This is an optimization exercise on Yosys and OpenROAD, whose aim is small area, a short achievable clock period and few clock cycles per item, not a production implementation. Only simulation tests tie the RTL to the original design; equivalence was not proved.

==> inputs of job 8212 <==
==> flow/design.v (excerpt) <==
module rational_multiply_divide_unit
(
   input  wire logic        clock,
   input  wire logic        reset,
   input  wire logic        start,
   output logic             busy,
   input  wire logic [1:0]  req_operation,
   input  wire logic [31:0] req_first_num,
   input  wire logic [31:0] req_first_den,
   input  wire logic [31:0] req_second_num,
   input  wire logic [31:0] req_second_den,
   output logic             rsp_valid,
   output logic [31:0]      rsp_result_num,
   output logic [30:0]      rsp_result_den,
   output logic [1:0]       rsp_status
);
   localparam int SH = 3;    
   typedef enum logic [2:0] {S_IDLE, S_LOAD, S_GCD, S_MUL, S_FIN} state_type;
   typedef enum logic [1:0] {P_FIRST, P_SECOND, P_PROD} phase_type;
   typedef enum logic [2:0] {X_HOLD, X_SHIFT, X_ABS, X_SUM, X_PROD} x_op_type;
   typedef enum logic [2:0] {M_HOLD, M_SHIFT, M_SUM, M_INIT, M_A, M_REQ, M_MACC} m_op_type;
  ...
clock: 6.0 ns
lec_check: 0
cap_margin: 40
core_margin: 2
core_utilization: 40
slew_margin: 40
run.sh (not shown) runs the stock make flow with config.mk's settings and CLKGATE_MAP_FILE= SYNTH_SCRIPT=/design/flow/synth_recipe.tcl, a recipe that flattens the netlist after the stock synthesis.
==> job 3488: changes against job 8212 <==
--- a/flow/design.v
+++ b/flow/design.v
@@ -55,12 +55,17 @@
    logic [1:0]  status_ff, status_in;
    logic        md_ff, md_in;        
    logic        dv_ff, dv_in;        
    logic        aneg_ff, aneg_in, xneg_ff, xneg_in;
    logic        ov0_ff, ov0_in, ov1_ff, ov1_in;
    logic        mf_ff, mf_in;        
+   logic        zd_ff, zd_in;        
+   logic        z_ff, z_in;          
+   logic        sov_ff, sov_in;      
+   logic        pov_ff, pov_in;      
+   logic        mz_ff, mz_in;        
    logic [31:0] f1n_ff, f1d_ff;
    logic [31:0] x_ff, y_ff;
    logic [31:0] m00_ff, m01_ff, m10_ff, m11_ff;
    x_op_type    x_op, y_op;
    m_op_type    m0_op, m1_op;
    f_op_type    f_op;
@@ -69,14 +74,14 @@
    logic        done;
    logic [1:0]  st;
    logic [32:0] s0, s1, dxy, dyx;
    logic [31:0] absn, absd, pn, pd, xsh, ysh;
    logic [31:0] m00_sh, m10_sh, m01_sh, m11_sh;
    logic        cneg, nz;
-   logic        x_zero, y_zero, xy_eq, x_gt;
-   logic        ovf_a, ovf_b, ovf_r, pneg, povf;
+   logic        xy_eq, x_gt;
+   logic        pneg;
    logic [1:0]  k_x, k_y, k_xy, k_d;
    function automatic logic [1:0] ctz(input logic [SH-1:0] v);
       ctz = 2'(SH);
       for (int i = SH - 1; i >= 1; i--)
          if (v[i]) ctz = 2'(i);
    endfunction
@@ -98,14 +103,12 @@
       endcase
    endfunction
    assign s0     = {1'b0, m00_ff} + {1'b0, m01_ff};
    assign s1     = {1'b0, m10_ff} + {1'b0, m11_ff};
    assign dxy    = {1'b0, x_ff} - {1'b0, y_ff};
    assign dyx    = {1'b0, y_ff} - {1'b0, x_ff};
-   assign x_zero = x_ff == '0;
-   assign y_zero = y_ff == '0;
    assign xy_eq  = x_ff == y_ff;
    assign x_gt   = ~dxy[32];
    assign k_x    = ctz(x_ff[SH-1:0]);
    assign k_y    = ctz(y_ff[SH-1:0]);
    assign k_xy   = ctz(x_ff[SH-1:0] | y_ff[SH-1:0]);
    assign k_d    = ctz(x_ff[SH-1:0] - y_ff[SH-1:0]);
@@ -113,16 +116,12 @@
    assign absn   = cneg ? (~f1n_ff + 1'b1) : f1n_ff;
    assign absd   = f1d_ff[31] ? (~f1d_ff + 1'b1) : f1d_ff;
    assign pneg   = aneg_ff ^ xneg_ff;
    assign pn     = dv_ff ? m11_ff : m01_ff;
    assign pd     = dv_ff ? m01_ff : m11_ff;
    assign nz     = (state_ff == S_MUL) ? (pn != '0) : (f1n_ff != '0);
-   assign ovf_a  = ovf(f1n_ff, f1d_ff, aneg_ff);
-   assign ovf_b  = ovf(x_ff, y_ff, xneg_ff);
-   assign ovf_r  = ovf(f1n_ff, f1d_ff, xneg_ff);
-   assign povf   = ov0_ff | ov1_ff | pd[31] | (pn[31] & (~pneg | (pn[30:0] != '0)));
    always_comb begin
       state_in  = state_ff;
       phase_in  = phase_ff;
       busy_in   = busy_ff;
       valid_in  = 1'b0;
       status_in = status_ff;
@@ -130,12 +129,17 @@
       dv_in     = dv_ff;
       aneg_in   = aneg_ff;
       xneg_in   = xneg_ff;
       ov0_in    = ov0_ff;
       ov1_in    = ov1_ff;
       mf_in     = 1'b0;
+      zd_in     = zd_ff;
+      z_in      = z_ff;
+      sov_in    = sov_ff;
+      pov_in    = pov_ff;
+      mz_in     = 1'b0;
       x_op      = X_HOLD;
       y_op      = X_HOLD;
       m0_op     = M_HOLD;
       m1_op     = M_HOLD;
       f_op      = F_HOLD;
       sel_dx    = x_ff[0] && (state_ff == S_GCD);
@@ -156,19 +160,23 @@
       case (state_ff)
          S_IDLE: begin
             if (start) begin
                busy_in  = 1'b1;
                md_in    = (req_operation == OP_MUL) || (req_operation == OP_DIV);
                dv_in    = req_operation == OP_DIV;
+               zd_in    = (req_first_den == '0) ||
+                          (((req_operation == OP_MUL) || (req_operation == OP_DIV)) &&
+                           (req_second_den == '0));
                f_op     = F_REQ;
                m0_op    = M_REQ;
                state_in = S_LOAD;
             end
          end
          S_LOAD: begin
-            if (f1d_ff == '0 || (md_ff && m10_ff == '0)) begin
+            z_in = ~nz;
+            if (zd_ff) begin
                done = 1'b1;
                st   = ST_ZERO_DEN;
             end else begin
                x_op     = X_ABS;
                y_op     = X_ABS;
                m0_op    = M_INIT;
@@ -177,26 +185,28 @@
                xneg_in  = f1n_ff[31] ^ f1d_ff[31];
                phase_in = P_FIRST;
                state_in = S_GCD;
             end
          end
          S_GCD: begin
-            if (phase_ff == P_SECOND && ovf_a) begin
+            if ((phase_ff == P_SECOND && sov_ff) || (phase_ff == P_PROD && pov_ff)) begin
                done = 1'b1;
                st   = ST_OVERFLOW;
-            end else if (xy_eq || x_zero) begin
+            end else if (xy_eq || z_ff) begin
+               sov_in = ovf(s0[31:0], s1[31:0], xneg_ff);
                case (phase_ff)
                   P_FIRST: begin
                      f_op = F_SUM;
                      if (md_ff) begin
                         aneg_in  = xneg_ff;
                         x_op     = X_ABS;
                         y_op     = X_ABS;
                         m0_op    = M_INIT;
                         m1_op    = M_INIT;
                         xneg_in  = f1n_ff[31] ^ f1d_ff[31];
+                        z_in     = ~nz;
                         phase_in = P_SECOND;
                      end else begin
                         state_in = S_FIN;
                      end
                   end
                   P_SECOND: begin
@@ -231,25 +241,28 @@
                y_op  = X_SHIFT;
                m1_op = M_SHIFT;
                m0_op = M_SUM;
             end
          end
          S_MUL: begin
-            if (mf_ff && ovf_b) begin
+            mz_in = (x_ff[31:1] == '0) && (y_ff[31:1] == '0);
+            if (mf_ff && sov_ff) begin
                done = 1'b1;
                st   = ST_OVERFLOW;
-            end else if (mf_ff && dv_ff && x_zero) begin
+            end else if (mf_ff && dv_ff && z_ff) begin
                done = 1'b1;
                st   = ST_DIV_ZERO;
             end else if (mf_ff && dv_ff && x_ff[31]) begin
                done = 1'b1;
                st   = ST_OVERFLOW;
-            end else if (povf) begin
+            end else if (ov0_ff || ov1_ff) begin
                done = 1'b1;
                st   = ST_OVERFLOW;
-            end else if (x_zero && y_zero) begin
+            end else if (mz_ff) begin
+               pov_in   = pd[31] | (pn[31] & (~pneg | (pn[30:0] != '0)));
+               z_in     = ~nz;
                x_op     = X_PROD;
                y_op     = X_PROD;
                m0_op    = M_INIT;
                m1_op    = M_INIT;
                xneg_in  = pneg;
                phase_in = P_PROD;
@@ -262,13 +275,13 @@
                ov0_in = ov0_ff | (x_ff[0] & s0[32]) | (m00_ff[31] & (x_ff[31:1] != '0));
                ov1_in = ov1_ff | (y_ff[0] & s1[32]) | (m10_ff[31] & (y_ff[31:1] != '0));
             end
          end
          S_FIN: begin
             done = 1'b1;
-            st   = ovf_r ? ST_OVERFLOW : ST_OK;
+            st   = sov_ff ? ST_OVERFLOW : ST_OK;
          end
          default: begin
             state_in = S_IDLE;
          end
       endcase
       if (done) begin
@@ -301,12 +314,17 @@
       dv_ff     <= dv_in;
       aneg_ff   <= aneg_in;
       xneg_ff   <= xneg_in;
       ov0_ff    <= ov0_in;
       ov1_ff    <= ov1_in;
       mf_ff     <= mf_in;
+      zd_ff     <= zd_in;
+      z_ff      <= z_in;
+      sov_ff    <= sov_in;
+      pov_ff    <= pov_in;
+      mz_ff     <= mz_in;
       case (x_op)
          X_SHIFT: x_ff <= xsh;
          X_ABS:   x_ff <= absn;
          X_SUM:   x_ff <= s0[31:0];
          X_PROD:  x_ff <= pn;
          default: ;
--- a/flow/config.mk
+++ b/flow/config.mk
@@ -5,7 +5,8 @@
 export SDC_FILE = /design/flow/constraint.sdc
 export NUM_CORES = 4
 export LEC_CHECK = 0
 export CAP_MARGIN = 40
 export CORE_MARGIN = 2
 export CORE_UTILIZATION = 40
+export SETUP_SLACK_MARGIN = 2
 export SLEW_MARGIN = 40
==> job 6579: changes against job 8212 <==
--- a/flow/design.v
+++ b/flow/design.v
@@ -40,43 +40,48 @@
    output logic             rsp_valid,
    output logic [31:0]      rsp_result_num,
    output logic [30:0]      rsp_result_den,
    output logic [1:0]       rsp_status
 );
    localparam int SH = 3;    
-   typedef enum logic [2:0] {S_IDLE, S_LOAD, S_GCD, S_MUL, S_FIN} state_type;
+   typedef enum logic [2:0] {S_IDLE, S_GCD, S_MUL, S_FIN} state_type;
    typedef enum logic [1:0] {P_FIRST, P_SECOND, P_PROD} phase_type;
    typedef enum logic [2:0] {X_HOLD, X_SHIFT, X_ABS, X_SUM, X_PROD} x_op_type;
-   typedef enum logic [2:0] {M_HOLD, M_SHIFT, M_SUM, M_INIT, M_A, M_REQ, M_MACC} m_op_type;
-   typedef enum logic [2:0] {F_HOLD, F_REQ, F_MOVE, F_SUM, F_FIN, F_CLR} f_op_type;
+   typedef enum logic [2:0] {M_HOLD, M_SHIFT, M_SUM, M_INIT, M_A, M_MACC} m_op_type;
+   typedef enum logic [2:0] {F_HOLD, F_REQ, F_SUM, F_NEG} f_op_type;
    state_type   state_ff, state_in;
    phase_type   phase_ff, phase_in;
    logic        busy_ff, busy_in;
    logic        valid_ff, valid_in;
    logic [1:0]  status_ff, status_in;
    logic        md_ff, md_in;        
    logic        dv_ff, dv_in;        
    logic        aneg_ff, aneg_in, xneg_ff, xneg_in;
    logic        ov0_ff, ov0_in, ov1_ff, ov1_in;
    logic        mf_ff, mf_in;        
+   logic        zd_ff, zd_in;        
+   logic        z_ff, z_in;          
+   logic        sov_ff, sov_in;      
+   logic        pov_ff, pov_in;      
+   logic        mz_ff, mz_in;        
    logic [31:0] f1n_ff, f1d_ff;
    logic [31:0] x_ff, y_ff;
    logic [31:0] m00_ff, m01_ff, m10_ff, m11_ff;
    x_op_type    x_op, y_op;
    m_op_type    m0_op, m1_op;
    f_op_type    f_op;
    logic        sel_dx, sel_dy;
    logic [1:0]  k0, k1;
    logic        done;
    logic [1:0]  st;
    logic [32:0] s0, s1, dxy, dyx;
-   logic [31:0] absn, absd, pn, pd, xsh, ysh;
+   logic [31:0] srcn, srcd, absn, absd, pn, pd, xsh, ysh;
    logic [31:0] m00_sh, m10_sh, m01_sh, m11_sh;
    logic        cneg, nz;
-   logic        x_zero, y_zero, xy_eq, x_gt;
-   logic        ovf_a, ovf_b, ovf_r, pneg, povf;
+   logic        xy_eq, x_gt;
+   logic        pneg;
    logic [1:0]  k_x, k_y, k_xy, k_d;
    function automatic logic [1:0] ctz(input logic [SH-1:0] v);
       ctz = 2'(SH);
       for (int i = SH - 1; i >= 1; i--)
          if (v[i]) ctz = 2'(i);
    endfunction
@@ -98,31 +103,27 @@
       endcase
    endfunction
    assign s0     = {1'b0, m00_ff} + {1'b0, m01_ff};
    assign s1     = {1'b0, m10_ff} + {1'b0, m11_ff};
    assign dxy    = {1'b0, x_ff} - {1'b0, y_ff};
    assign dyx    = {1'b0, y_ff} - {1'b0, x_ff};
-   assign x_zero = x_ff == '0;
-   assign y_zero = y_ff == '0;
    assign xy_eq  = x_ff == y_ff;
    assign x_gt   = ~dxy[32];
    assign k_x    = ctz(x_ff[SH-1:0]);
    assign k_y    = ctz(y_ff[SH-1:0]);
    assign k_xy   = ctz(x_ff[SH-1:0] | y_ff[SH-1:0]);
    assign k_d    = ctz(x_ff[SH-1:0] - y_ff[SH-1:0]);
-   assign cneg   = (state_ff == S_FIN) ? xneg_ff : f1n_ff[31];
-   assign absn   = cneg ? (~f1n_ff + 1'b1) : f1n_ff;
-   assign absd   = f1d_ff[31] ? (~f1d_ff + 1'b1) : f1d_ff;
+   assign cneg   = (state_ff == S_FIN) || srcn[31];
+   assign srcn   = (state_ff == S_IDLE) ? req_first_num : f1n_ff;
+   assign srcd   = (state_ff == S_IDLE) ? req_first_den : f1d_ff;
+   assign absn   = cneg ? (~srcn + 1'b1) : srcn;
+   assign absd   = srcd[31] ? (~srcd + 1'b1) : srcd;
    assign pneg   = aneg_ff ^ xneg_ff;
-   assign pn     = dv_ff ? m11_ff : m01_ff;
-   assign pd     = dv_ff ? m01_ff : m11_ff;
-   assign nz     = (state_ff == S_MUL) ? (pn != '0) : (f1n_ff != '0);
-   assign ovf_a  = ovf(f1n_ff, f1d_ff, aneg_ff);
-   assign ovf_b  = ovf(x_ff, y_ff, xneg_ff);
-   assign ovf_r  = ovf(f1n_ff, f1d_ff, xneg_ff);
-   assign povf   = ov0_ff | ov1_ff | pd[31] | (pn[31] & (~pneg | (pn[30:0] != '0)));
+   assign pn     = m01_ff;
+   assign pd     = m11_ff;
+   assign nz     = (state_ff == S_MUL) ? (pn != '0) : (srcn != '0);
    always_comb begin
       state_in  = state_ff;
       phase_in  = phase_ff;
       busy_in   = busy_ff;
       valid_in  = 1'b0;
       status_in = status_ff;
@@ -130,12 +131,17 @@
       dv_in     = dv_ff;
       aneg_in   = aneg_ff;
       xneg_in   = xneg_ff;
       ov0_in    = ov0_ff;
       ov1_in    = ov1_ff;
       mf_in     = 1'b0;
+      zd_in     = zd_ff;
+      z_in      = z_ff;
+      sov_in    = sov_ff;
+      pov_in    = pov_ff;
+      mz_in     = 1'b0;
       x_op      = X_HOLD;
       y_op      = X_HOLD;
       m0_op     = M_HOLD;
       m1_op     = M_HOLD;
       f_op      = F_HOLD;
       sel_dx    = x_ff[0] && (state_ff == S_GCD);
@@ -156,50 +162,52 @@
       case (state_ff)
          S_IDLE: begin
             if (start) begin
                busy_in  = 1'b1;
                md_in    = (req_operation == OP_MUL) || (req_operation == OP_DIV);
                dv_in    = req_operation == OP_DIV;
+               zd_in    = (req_first_den == '0) ||
+                          (((req_operation == OP_MUL) || (req_operation == OP_DIV)) &&
+                           (req_second_den == '0));
                f_op     = F_REQ;
-               m0_op    = M_REQ;
-               state_in = S_LOAD;
-            end
-         end
-         S_LOAD: begin
-            if (f1d_ff == '0 || (md_ff && m10_ff == '0)) begin
-               done = 1'b1;
-               st   = ST_ZERO_DEN;
-            end else begin
+               z_in     = ~nz;
                x_op     = X_ABS;
                y_op     = X_ABS;
                m0_op    = M_INIT;
                m1_op    = M_INIT;
-               f_op     = F_MOVE;
-               xneg_in  = f1n_ff[31] ^ f1d_ff[31];
+               xneg_in  = req_first_num[31] ^ req_first_den[31];
                phase_in = P_FIRST;
                state_in = S_GCD;
             end
          end
          S_GCD: begin
-            if (phase_ff == P_SECOND && ovf_a) begin
+            if (phase_ff == P_FIRST && zd_ff) begin
+               done = 1'b1;
+               st   = ST_ZERO_DEN;
+            end else if ((phase_ff == P_SECOND && sov_ff) || (phase_ff == P_PROD && pov_ff)) begin
                done = 1'b1;
                st   = ST_OVERFLOW;
-            end else if (xy_eq || x_zero) begin
+            end else if (xy_eq || z_ff) begin
+               sov_in = ovf(s0[31:0], s1[31:0], xneg_ff);
                case (phase_ff)
                   P_FIRST: begin
                      f_op = F_SUM;
                      if (md_ff) begin
                         aneg_in  = xneg_ff;
                         x_op     = X_ABS;
                         y_op     = X_ABS;
                         m0_op    = M_INIT;
                         m1_op    = M_INIT;
                         xneg_in  = f1n_ff[31] ^ f1d_ff[31];
+                        z_in     = ~nz;
                         phase_in = P_SECOND;
-                     end else begin
+                     end else if (xneg_ff) begin
                         state_in = S_FIN;
+                     end else begin
+                        done = 1'b1;
+                        st   = ovf(s0[31:0], s1[31:0], 1'b0) ? ST_OVERFLOW : ST_OK;
                      end
                   end
                   P_SECOND: begin
                      x_op     = X_SUM;
                      y_op     = X_SUM;
                      m0_op    = M_A;
@@ -207,14 +215,19 @@
                      ov0_in   = 1'b0;
                      ov1_in   = 1'b0;
                      mf_in    = 1'b1;
                      state_in = S_MUL;
                   end
                   default: begin
-                     f_op     = F_SUM;
-                     state_in = S_FIN;
+                     f_op = F_SUM;
+                     if (xneg_ff) begin
+                        state_in = S_FIN;
+                     end else begin
+                        done = 1'b1;
+                        st   = ST_OK;
+                     end
                   end
                endcase
             end else if (!x_ff[0] && !y_ff[0]) begin
                x_op = X_SHIFT;
                y_op = X_SHIFT;
             end else if (!x_ff[0]) begin
@@ -231,25 +244,28 @@
                y_op  = X_SHIFT;
                m1_op = M_SHIFT;
                m0_op = M_SUM;
             end
          end
          S_MUL: begin
-            if (mf_ff && ovf_b) begin
+            mz_in = (x_ff[31:1] == '0) && (y_ff[31:1] == '0);
+            if (mf_ff && sov_ff) begin
                done = 1'b1;
                st   = ST_OVERFLOW;
-            end else if (mf_ff && dv_ff && x_zero) begin
+            end else if (mf_ff && dv_ff && z_ff) begin
                done = 1'b1;
                st   = ST_DIV_ZERO;
-            end else if (mf_ff && dv_ff && x_ff[31]) begin
+            end else if (mf_ff && dv_ff && y_ff[31]) begin
                done = 1'b1;
                st   = ST_OVERFLOW;
-            end else if (povf) begin
+            end else if (ov0_ff || ov1_ff) begin
                done = 1'b1;
                st   = ST_OVERFLOW;
-            end else if (x_zero && y_zero) begin
+            end else if (mz_ff) begin
+               pov_in   = pd[31] | (pn[31] & (~pneg | (pn[30:0] != '0)));
+               z_in     = ~nz;
                x_op     = X_PROD;
                y_op     = X_PROD;
                m0_op    = M_INIT;
                m1_op    = M_INIT;
                xneg_in  = pneg;
                phase_in = P_PROD;
@@ -261,25 +277,25 @@
                m1_op  = M_MACC;
                ov0_in = ov0_ff | (x_ff[0] & s0[32]) | (m00_ff[31] & (x_ff[31:1] != '0));
                ov1_in = ov1_ff | (y_ff[0] & s1[32]) | (m10_ff[31] & (y_ff[31:1] != '0));
             end
          end
          S_FIN: begin
+            f_op = F_NEG;
             done = 1'b1;
-            st   = ovf_r ? ST_OVERFLOW : ST_OK;
+            st   = sov_ff ? ST_OVERFLOW : ST_OK;
          end
          default: begin
             state_in = S_IDLE;
          end
       endcase
       if (done) begin
          state_in  = S_IDLE;
          busy_in   = 1'b0;
          valid_in  = 1'b1;
          status_in = st;
-         f_op      = (st == ST_OK) ? F_FIN : F_CLR;
       end
    end
    assign xsh    = shr(sel_dx ? dxy[31:0] : x_ff, k0);
    assign ysh    = shr(sel_dy ? dyx[31:0] : y_ff, k1);
    assign m00_sh = shl(m00_ff, k0);
    assign m10_sh = shl(m10_ff, k0);
@@ -301,33 +317,36 @@
       dv_ff     <= dv_in;
       aneg_ff   <= aneg_in;
       xneg_ff   <= xneg_in;
       ov0_ff    <= ov0_in;
       ov1_ff    <= ov1_in;
       mf_ff     <= mf_in;
+      zd_ff     <= zd_in;
+      z_ff      <= z_in;
+      sov_ff    <= sov_in;
+      pov_ff    <= pov_in;
+      mz_ff     <= mz_in;
       case (x_op)
          X_SHIFT: x_ff <= xsh;
          X_ABS:   x_ff <= absn;
-         X_SUM:   x_ff <= s0[31:0];
+         X_SUM:   x_ff <= dv_ff ? s1[31:0] : s0[31:0];
          X_PROD:  x_ff <= pn;
          default: ;
       endcase
       case (y_op)
          X_SHIFT: y_ff <= ysh;
          X_ABS:   y_ff <= absd;
-         X_SUM:   y_ff <= s1[31:0];
+         X_SUM:   y_ff <= dv_ff ? s0[31:0] : s1[31:0];
          X_PROD:  y_ff <= pd;
          default: ;
       endcase
       case (m0_op)
          M_SHIFT: begin m00_ff <= m00_sh;             m10_ff <= m10_sh; end
          M_SUM:   begin m00_ff <= s0[31:0];           m10_ff <= s1[31:0]; end
          M_INIT:  begin m00_ff <= {31'd0, nz};        m10_ff <= '0; end
-         M_A:     begin m00_ff <= dv_ff ? f1d_ff : f1n_ff;
-                        m10_ff <= dv_ff ? f1n_ff : f1d_ff; end
-         M_REQ:   begin m00_ff <= req_second_num;     m10_ff <= req_second_den; end
+         M_A:     begin m00_ff <= f1n_ff;             m10_ff <= f1d_ff; end
          default: ;
       endcase
       case (m1_op)
          M_SHIFT: begin m01_ff <= m01_sh;             m11_ff <= m11_sh; end
          M_SUM:   begin m01_ff <= s0[31:0];           m11_ff <= s1[31:0]; end
          M_INIT:  begin m01_ff <= '0;                 m11_ff <= {31'd0, ~mf_in}; end
@@ -335,21 +354,19 @@
             if (x_ff[0]) m01_ff <= s0[31:0];
             if (y_ff[0]) m11_ff <= s1[31:0];
          end
          default: ;
       endcase
       case (f_op)
-         F_REQ:   begin f1n_ff <= req_first_num;      f1d_ff <= req_first_den; end
-         F_MOVE:  begin f1n_ff <= m00_ff;             f1d_ff <= m10_ff; end
+         F_REQ:   begin f1n_ff <= req_second_num;     f1d_ff <= req_second_den; end
          F_SUM:   begin f1n_ff <= s0[31:0];           f1d_ff <= s1[31:0]; end
-         F_FIN:   begin f1n_ff <= absn; end
-         F_CLR:   begin f1n_ff <= '0;                 f1d_ff <= '0; end
+         F_NEG:   f1n_ff <= absn;
          default: ;
       endcase
    end
    assign busy           = busy_ff;
    assign rsp_valid      = valid_ff;
-   assign rsp_result_num = f1n_ff;
-   assign rsp_result_den = f1d_ff[30:0];
+   assign rsp_result_num = (status_ff == ST_OK) ? f1n_ff : '0;
+   assign rsp_result_den = (status_ff == ST_OK) ? f1d_ff[30:0] : '0;
    assign rsp_status     = status_ff;
 endmodule
 `default_nettype wire
--- a/flow/config.mk
+++ b/flow/config.mk
@@ -5,7 +5,8 @@
 export SDC_FILE = /design/flow/constraint.sdc
 export NUM_CORES = 4
 export LEC_CHECK = 0
 export CAP_MARGIN = 40
 export CORE_MARGIN = 2
 export CORE_UTILIZATION = 40
+export SETUP_SLACK_MARGIN = 2
 export SLEW_MARGIN = 40
==> reports/qor.csv <==
stage,metric,value,unit
outcome,outcome,"complete, no violations",
cells_and_area,n_all_buffers,384,
global_routing,track_usage,36.55,%
drt,viasPerCell,6.999,
place,gp_congestion,1.023,
place,placed_cells,4368,
cells_and_area,finish.utilization,49.47,%
synthesis,synthMuxAreaShare,3.795,%
# the run above: job 6579

==> reports/qor.csv <==
stage,metric,value,unit
cells_and_area,n_all_buffers,347,
floorplan,die_w,269.8,um
cells_and_area,finish.utilization,47.59,%
outcome,outcome,"complete, no violations",
synthesis,synthMuxAreaShare,5.079,%
clocking,cts_resized,72,
drt,wl_met3,20700,um
place,portBuffers,199,
synthesis,synth_commonest_cells,"348 x o21ai_0, 334 x a21oi_1, 312 x nand2_1, 270 x edfxtp_1, 211 x nor2_1",
place,gp_congestion,1.009,
place,placed_cells,4370,
min_path,hp-class,reg2reg,
drt,viasPerCell,7.068,
# the run above: job 3488

==> reports/qor.csv <==
stage,metric,value,unit
cells_and_area,finish.utilization,46.54,%
synthesis,synthAdderAreaFrac,6.494,%
floorplan,dieHeight,266.8,um
sta,setup_viol,1,
synthesis,synthMuxAreaShare,5.575,%
drt,drc,0,
clocking,cts_buffers,37,
cells_and_area,num-fill-cells,6727,
place,placed_cells,4159,
sta,fin_ws,-0.1035,ns
outcome,outcome,failed layout checks,
outcome,failed_checks,setup timing,
place,gp_congestion,1.037,
cells_and_area,n_all_buffers,309,
# the run above: job 8212

Testbench counts of job 8212, summed over its fixed seeds: cycles 191,680, items 4,800.
Testbench counts of job 3488, summed over its fixed seeds: cycles 192,573, items 4,800.
Testbench counts of job 6579, summed over its fixed seeds: cycles 186,645, items 4,800.

-- static timing again, ports no longer ideal --
The flow's constraints put no driver on any port. The routed layouts listed below were extracted and timed again, unchanged, in two steps.
Step 1 assumes that a clkbuf_16 drives the clock port and a buf_2 every other input.
Step 2 moves the port delays by t, midway between the first and last clock arrival at a register: inputs arrive t later, outputs are due t later. That takes back most of the time a late clock gives input paths.
Slacks: ideal ports / drivers / drivers and shift; pairs: ideal ports / drivers.
run | t, ns | setup slack, ns | worst slew at a driven data input, ns
job 8212 | 0.641 | -0.103 / -0.103 / -0.103 | 0.09
job 3488 | 0.635 | 1.896 / 1.896 / 1.758 | 0.07
job 6579 | 0.633 | 1.905 / 1.905 / 1.378 | 0.08
For job 6579, which loses most, drivers alone change the setup slack by 0.000 ns; drivers and shift together by -0.527 ns.
